Context: an optimization exercise on an open-source flow, tuned for small area, a short achievable clock period and few clock cycles per item. The choices shown serve that exercise and are no tape-out recipe. At most, simulation tests tie the RTL to the original design; equivalence was not proved. Power is estimated from default activity; no workload was simulated.

old:
## start_byte_frame_reassembler
module start_byte_frame_reassembler #(
  parameter int FRAME_BYTES = sbfr_pkg::FRAME_BYTES_DEF,
  parameter int SLOTS       = sbfr_pkg::SLOTS_DEF
) (
  input  logic                   clk,
  input  logic                   rst_n,
  input  logic                   cfg_wr_en,
  input  logic [7:0]             cfg_wr_data,
  input  logic                   in_tvalid,
  output logic                   in_tready,
  input  logic [sbfr_pkg::IN_TDATA_W-1:0]  in_tdata,
  input  logic                   in_tuser,
  input  logic                   in_tlast,
  output logic                   out_tvalid,
  input  logic                   out_tready,
  output logic [sbfr_pkg::OUT_TDATA_W-1:0] out_tdata,
  output logic                   out_tlast
);
  localparam int NP = sbfr_pkg::PAIRS;    
  logic [7:0] marker_r;
  always_ff @(posedge clk) begin
    if (!rst_n)         marker_r <= sbfr_pkg::MARKER_RESET;
    else if (cfg_wr_en) marker_r <= cfg_wr_data;
  end
  typedef struct packed {
    logic       func;
    logic [2:0] oh;
    logic [7:0] data;
    logic       cf;
    logic       cl;
    logic       eq;
  } item_t;
  item_t pin_item, ir, sk;
  ...
Size: about 4200 cells after synthesis, roughly 74 I/O pins, about 0.097 mm² of cells after synthesis.
==> flow/config.mk <==
export PLATFORM = sky130hd
export DESIGN_NAME = start_byte_frame_reassembler
export DESIGN_NICKNAME = start_byte_frame_reassembler
export VERILOG_FILES = /design/flow/design.v
export SDC_FILE = /design/flow/constraint.sdc
export NUM_CORES = 4
export LEC_CHECK = 0
export CAP_MARGIN = 20
export CORE_MARGIN = 2
export CORE_UTILIZATION = 40
export CTS_BUF_LIST = sky130_fd_sc_hd__clkbuf_8
export CTS_CLUSTER_DIAMETER = 50
export CTS_CLUSTER_SIZE = 16
export SETUP_SLACK_MARGIN = 3.35
export SLEW_MARGIN = 20
==> flow/constraint.sdc <==
create_clock -name core_clock -period 6.0 [get_ports {clk}]
set_input_delay 1.2000 -clock core_clock [delete_from_list [all_inputs] [get_ports {clk}]]
set_output_delay 1.2000 -clock core_clock [all_outputs]
set_load 0.01 [all_outputs]
run.sh (not shown) runs the stock make flow with config.mk's settings and CLKGATE_MAP_FILE= SYNTH_SCRIPT=/design/flow/synth_recipe.tcl, a recipe that flattens the netlist after the stock synthesis.
### old -> new
diff --git a/flow/design.v b/flow/design.v
--- a/flow/design.v
+++ b/flow/design.v
@@ -59,18 +59,18 @@
   function automatic logic [5:0] hex6(input logic [3:0] n, input logic zero);
     logic ge;
     logic [3:0] lo;
     ge = n[3] && (n[2] || n[1]);
     lo = ge ? (n + 4'd7) : n;
     if (zero) hex6 = 6'b0;
     else      hex6 = {ge, !ge, lo};
   endfunction
-  function automatic logic [7:0] chr(input logic [5:0] c);
-    chr = {1'b0, c[5], c[4], c[4], c[3:0]};
+  function automatic logic [7:0] chr(input logic [5:0] c, input logic c4);
+    chr = {1'b0, c[5], c[4], c4, c[3:0]};
   endfunction
   logic [EW-1:0] new_e;
   assign new_e = {!last, last, slot,
                   hex6(pair[7:4], 1'b0), hex6(pair[3:0], 1'b0),
                   hex6(pair[15:12], last), hex6(pair[11:8], last)};
   logic          o_v, o_e_n, s_v;
   logic [EW-1:0] o_e, s_e;
   logic          pop, o_v_nxt, s_v_nxt;
@@ -85,27 +85,37 @@
       o_e_n <= 1'b1;
       s_v   <= 1'b0;
     end else begin
       o_v   <= o_v_nxt;
       o_e_n <= !o_v_nxt;
       s_v   <= s_v_nxt;
     end
   end
+  logic          o_ld;
+  logic [EW-1:0] o_d;
+  assign o_ld = (o_e_n || pop) && (s_v || push);
+  assign o_d  = s_v ? s_e : new_e;
   always_ff @(posedge clk) begin
-    if (!rst_n)                               o_e <= '0;
-    else if ((o_e_n || pop) && (s_v || push)) o_e <= s_v ? s_e : new_e;
+    if (!rst_n)    o_e <= '0;
+    else if (o_ld) o_e <= o_d;
+  end
+  logic [4:0] o_dup;
+  always_ff @(posedge clk) begin
+    if (!rst_n)    o_dup <= '1;
+    else if (o_ld) o_dup <= {o_d[EW-2], o_d[22], o_d[16], o_d[10], o_d[4]};
   end
   always_ff @(posedge clk) begin
     if (!s_v) s_e <= new_e;
   end
   assign out_tvalid = o_v;
-  assign out_tlast  = o_e[EW-2];
+  assign out_tlast  = o_dup[4];
   assign out_tdata  = {3'b000, o_e[EW-1], o_e[EW-2], 1'b0,
-                       chr(o_e[23:18]), chr(o_e[17:12]), chr(o_e[11:6]), chr(o_e[5:0]),
+                       chr(o_e[23:18], o_dup[3]), chr(o_e[17:12], o_dup[2]),
+                       chr(o_e[11:6], o_dup[1]), chr(o_e[5:0], o_dup[0]),
                        o_e[25:24]};
 endmodule
 module start_byte_frame_reassembler #(
   parameter int FRAME_BYTES = sbfr_pkg::FRAME_BYTES_DEF,
   parameter int SLOTS       = sbfr_pkg::SLOTS_DEF
 ) (
   input  logic                   clk,
   input  logic                   rst_n,
@@ -233,36 +243,37 @@
   logic [2:0] room_t;
   assign head_v  = |q0;
   assign rd_step = rd_go;
   assign klast   = (k_eng == 6'(NP));
   assign last_rd = rd_step && klast;
   assign wdec    = go && wevn && (|(ir.oh & q0));
   logic [2:0] q0_n, q1_n, q2_n, inq_n;
   logic       dnz_n;
-  logic [2:0] room_n;
+  logic [2:0] room_n, room_rd, room_wr;
   always_comb begin
     q0_n = q0;
     q1_n = q1;
     q2_n = q2;
     if (last_rd) begin
       q0_n = q1;
       q1_n = q2;
       q2_n = 3'b000;
     end
     if (w_cmp != 3'b000) begin
       if (q0_n == 3'b000)      q0_n = w_cmp;
       else if (q1_n == 3'b000) q1_n = w_cmp;
       else                     q2_n = w_cmp;
     end
     inq_n = w_cmp | (inq & ~(last_rd ? q0 : 3'b000));
-    if (last_rd)               room_n = 3'b000;
-    else if (rd_step && !wdec) room_n = {room_t[1:0], 1'b1};
-    else if (!rd_step && wdec) room_n = {1'b0, room_t[2:1]};
-    else                       room_n = room_t;
+    room_rd = rd_step ? {room_t[1:0], 1'b1} : room_t;
+    room_wr = rd_step ? room_t : {1'b0, room_t[2:1]};
+    if (last_rd)   room_n = 3'b000;
+    else if (wdec) room_n = room_wr;
+    else           room_n = room_rd;
     dnz_n = room_n[0];
   end
   always_ff @(posedge clk) begin
     if (!rst_n) begin
       q0      <= '0;
       q1      <= '0;
       q2      <= '0;
       inq     <= '0;
Findings:
new vs. old: portion of the clock cycle consumed by the worst path in the final layout decreased 1.3 points; number of detailed-route iterations in the first pass lower; net switching fraction of the power shows no meaningful change; wire length rose about 8%. Going from old to new, routed length per instance went up by 1.1 µm; final critical path time including I/O delays and setup went down by 0.076 ns; first-pass GRT wire length went up by 5.6%; design area was more or less identical. old → new: number of distinct library cells after synthesis has decreased; number of nets at the end of the flow has increased; clock insertion delay at the later pin of the skew report has increased; fraction of the mapped netlist area in simple logic gates has remained practically unchanged. Status: number of synthesized flops with an enable pin parity (old, new).
Testbench counts of new, summed over its fixed seeds: cycles 31,989, items 30,995.
Only the layout flow was run in old; the RTL was not checked for function there.

[re-timing with driven ports]
No port has a modelled driver above. Below, the same layouts with a new extraction and two added sets of constraints.
Step 1: set_driving_cell puts a clkbuf_16 on clk and a buf_2 on each other input, an assumption about the parent block.
Step 2 also shifts input and output timing later by t, the mid clock arrival at the registers, as if the neighbouring blocks saw the same clock.
Three values: ideal, step 1, step 2; two values: the first two.
run | t (ns) | slack for setup (ns) | worst setup path after step 2 | cell pins on the clock port's net
old | 1.018 | 3.216 / 3.216 / 2.591 | input to register | 1
new | 1.061 | 3.291 / 3.217 / 2.834 | input to register | 1
After both steps every run listed still meets setup and hold. The setup slack of old, which loses most, moves by 0.000 ns with the drivers and by -0.625 ns with both steps.
